From an optimization exercise on the open Yosys and OpenROAD flow, aimed at small area, a short achievable clock period and few clock cycles; shortcuts taken in it are not production practice.
Only simulation tests tie the RTL to the original design; equivalence was not proved.

==> flow/design.v (excerpt) <==
module screlu_output_dot_product_core #(
    parameter int QA_LIMIT    = scrod_pkg::QA_LIMIT_DEF,
    parameter int QB_SCALE    = scrod_pkg::QB_SCALE_DEF,
    parameter int OUT_SCALE   = scrod_pkg::OUT_SCALE_DEF,
    parameter int NUM_BUCKETS = scrod_pkg::NUM_BUCKETS_DEF
) (
    input  logic                                clk,
    input  logic                                rst_n,
    input  logic                                push,
    output logic                                full,
    input  logic signed [scrod_pkg::ACT_W-1:0]  activation,
    input  logic signed [scrod_pkg::WGT_W-1:0]  weight,
    input  logic [scrod_pkg::BKT_W-1:0]         bucket,
    input  logic                                last,
    output logic                                empty,
    input  logic                                pop,
    output logic signed [scrod_pkg::EVAL_W-1:0] eval,
    input  logic                                cfg_we,
    input  logic [scrod_pkg::CFG_IDX_W-1:0]     cfg_index,
    input  logic [scrod_pkg::CFG_DAT_W-1:0]     cfg_data
);
    localparam int NMAX = 5;
    logic       full_reg;
    logic [2:0] n_reg;           
    logic       accept;
    logic       popd;
    logic [2:0] n_next;
    assign accept = push && !full_reg;
    assign full   = full_reg;
    logic       v0_reg;
    logic [7:0] c0_reg;
    logic [7:0] w0_reg;
    logic [2:0] b0_reg;
    logic       l0_reg;
    logic [7:0] clamped;
    assign clamped = activation[15]      ? 8'd0 :
                     (|activation[14:8]) ? 8'hFF : activation[7:0];
    always_ff @(posedge clk)
    begin
        c0_reg <= accept ? clamped : 8'd0;
        w0_reg <= weight;
        b0_reg <= bucket;
        l0_reg <= last;
    end
    logic        v1_reg;
    logic [15:0] sq1_reg;
  ...
For scale: about 650 flip-flops, about 100 I/O pins, roughly 37000 um^2 of cells after synthesis.
==> flow/config.mk <==
export PLATFORM = sky130hd
export DESIGN_NAME = screlu_output_dot_product_core
export DESIGN_NICKNAME = screlu_output_dot_product_core
export VERILOG_FILES = /design/flow/design.v
export SDC_FILE = /design/flow/constraint.sdc
export NUM_CORES = 4
export LEC_CHECK = 0
export ABC_AREA = 1
export CAP_MARGIN = 20
export CORE_MARGIN = 2
export CORE_UTILIZATION = 40
export CTS_CLUSTER_DIAMETER = 100
export CTS_CLUSTER_SIZE = 30
export SETUP_SLACK_MARGIN = 5.0
export SLEW_MARGIN = 20
==> flow/constraint.sdc <==
create_clock -name core_clock -period 8.5 [get_ports {clk}]
set_input_delay 1.7000 -clock core_clock [delete_from_list [all_inputs] [get_ports {clk}]]
set_output_delay 1.7000 -clock core_clock [all_outputs]
set_load 0.01 [all_outputs]
standard.sh (not shown) runs the stock make flow with config.mk's settings and CLKGATE_MAP_FILE= SYNTH_SCRIPT=/design/flow/synth_recipe.tcl, a recipe that flattens the netlist after the stock synthesis.
==> flow/flow/run.sh <==
#!/bin/bash
# Layout flow: the standard flow (standard synthesis, floorplan, placement, CTS,
# routing, finish) run whole through standard.sh, with two changes to how the layout
# is made: the port buffers are sky130_fd_sc_hd__buf_2 cells instead of the flow's
# default choice (every port still gets its buffer), and timing repair aims for a
# setup slack margin of SETUP_MARGIN ns. The clock period and constraints are the standard flow's.
set -euo pipefail
SETUP_MARGIN=5.3
export BUFFER_PORTS_ARGS="-buffer_cell sky130_fd_sc_hd__buf_2"
bash standard.sh SETUP_SLACK_MARGIN=$SETUP_MARGIN finish > standard_flow.log 2>&1
Testbench counts at the start, summed over its fixed seeds: cycles 37,149.
==> next run, changes <==
--- a/flow/flow/run.sh
+++ b/flow/flow/run.sh
@@ -7,3 +7,3 @@
 set -euo pipefail
-SETUP_MARGIN=5.3
+SETUP_MARGIN=5.0
 export BUFFER_PORTS_ARGS="-buffer_cell sky130_fd_sc_hd__buf_2"
Settings changed: CTS_CLUSTER_DIAMETER 100 to 90, CTS_CLUSTER_SIZE 30 to 25.
Outcome: Register-to-register slack gets worse by 0.09 ns; hold slack got worse by 0.0092 ns; wire length went down by a few percent.
==> next run, changes <==
==> flow/run.sh (new file) <==
#!/bin/bash
# synth_recipe.tcl (not shown) runs the flow's synth.tcl, then flattens the netlist and writes it again
# the make line also repeats each setting of config.mk as NAME=value (left out here)
make -C /OpenROAD-flow-scripts/flow DESIGN_CONFIG=/design/flow/config.mk WORK_HOME=/design/flow/orfs CLKGATE_MAP_FILE= SYNTH_SCRIPT=/design/flow/synth_recipe.tcl finish
Settings changed: CTS_CLUSTER_DIAMETER 90 to not set, CTS_CLUSTER_SIZE 25 to not set.
removed: flow/flow/run.sh
removed: flow/standard.sh
Result:
- routed wire length grows slightly
- register-to-register slack gains 0.02 ns

-- port drivers added, routing unchanged --
The flow's constraints put no driver on any port. The routed layouts listed below were extracted and timed again, unchanged, in two steps.
Step 1, drivers: a clkbuf_16 drives clk and a buf_2 each remaining input, both assumed.
Step 2 times the ports against the registers' clock, not the clock port: input delays grow and output delays shrink by t, the midpoint of the rising clock arrivals with the driver on.
Slacks: ideal / step 1 / step 2; pairs: ideal / step 1.
run	t, ns	setup slack, ns	worst data-port slew with drivers (ns)
the first run	0.700	5.283 / 5.283 / 4.819	0.10
the second run	0.682	5.150 / 5.191 / 4.512	0.10
the third run	0.711	5.108 / 5.041 / 4.440	0.13
After both steps every run listed still meets setup and hold. For the third run, which loses most, drivers alone change the setup slack by -0.067 ns; drivers and shift together by -0.668 ns.
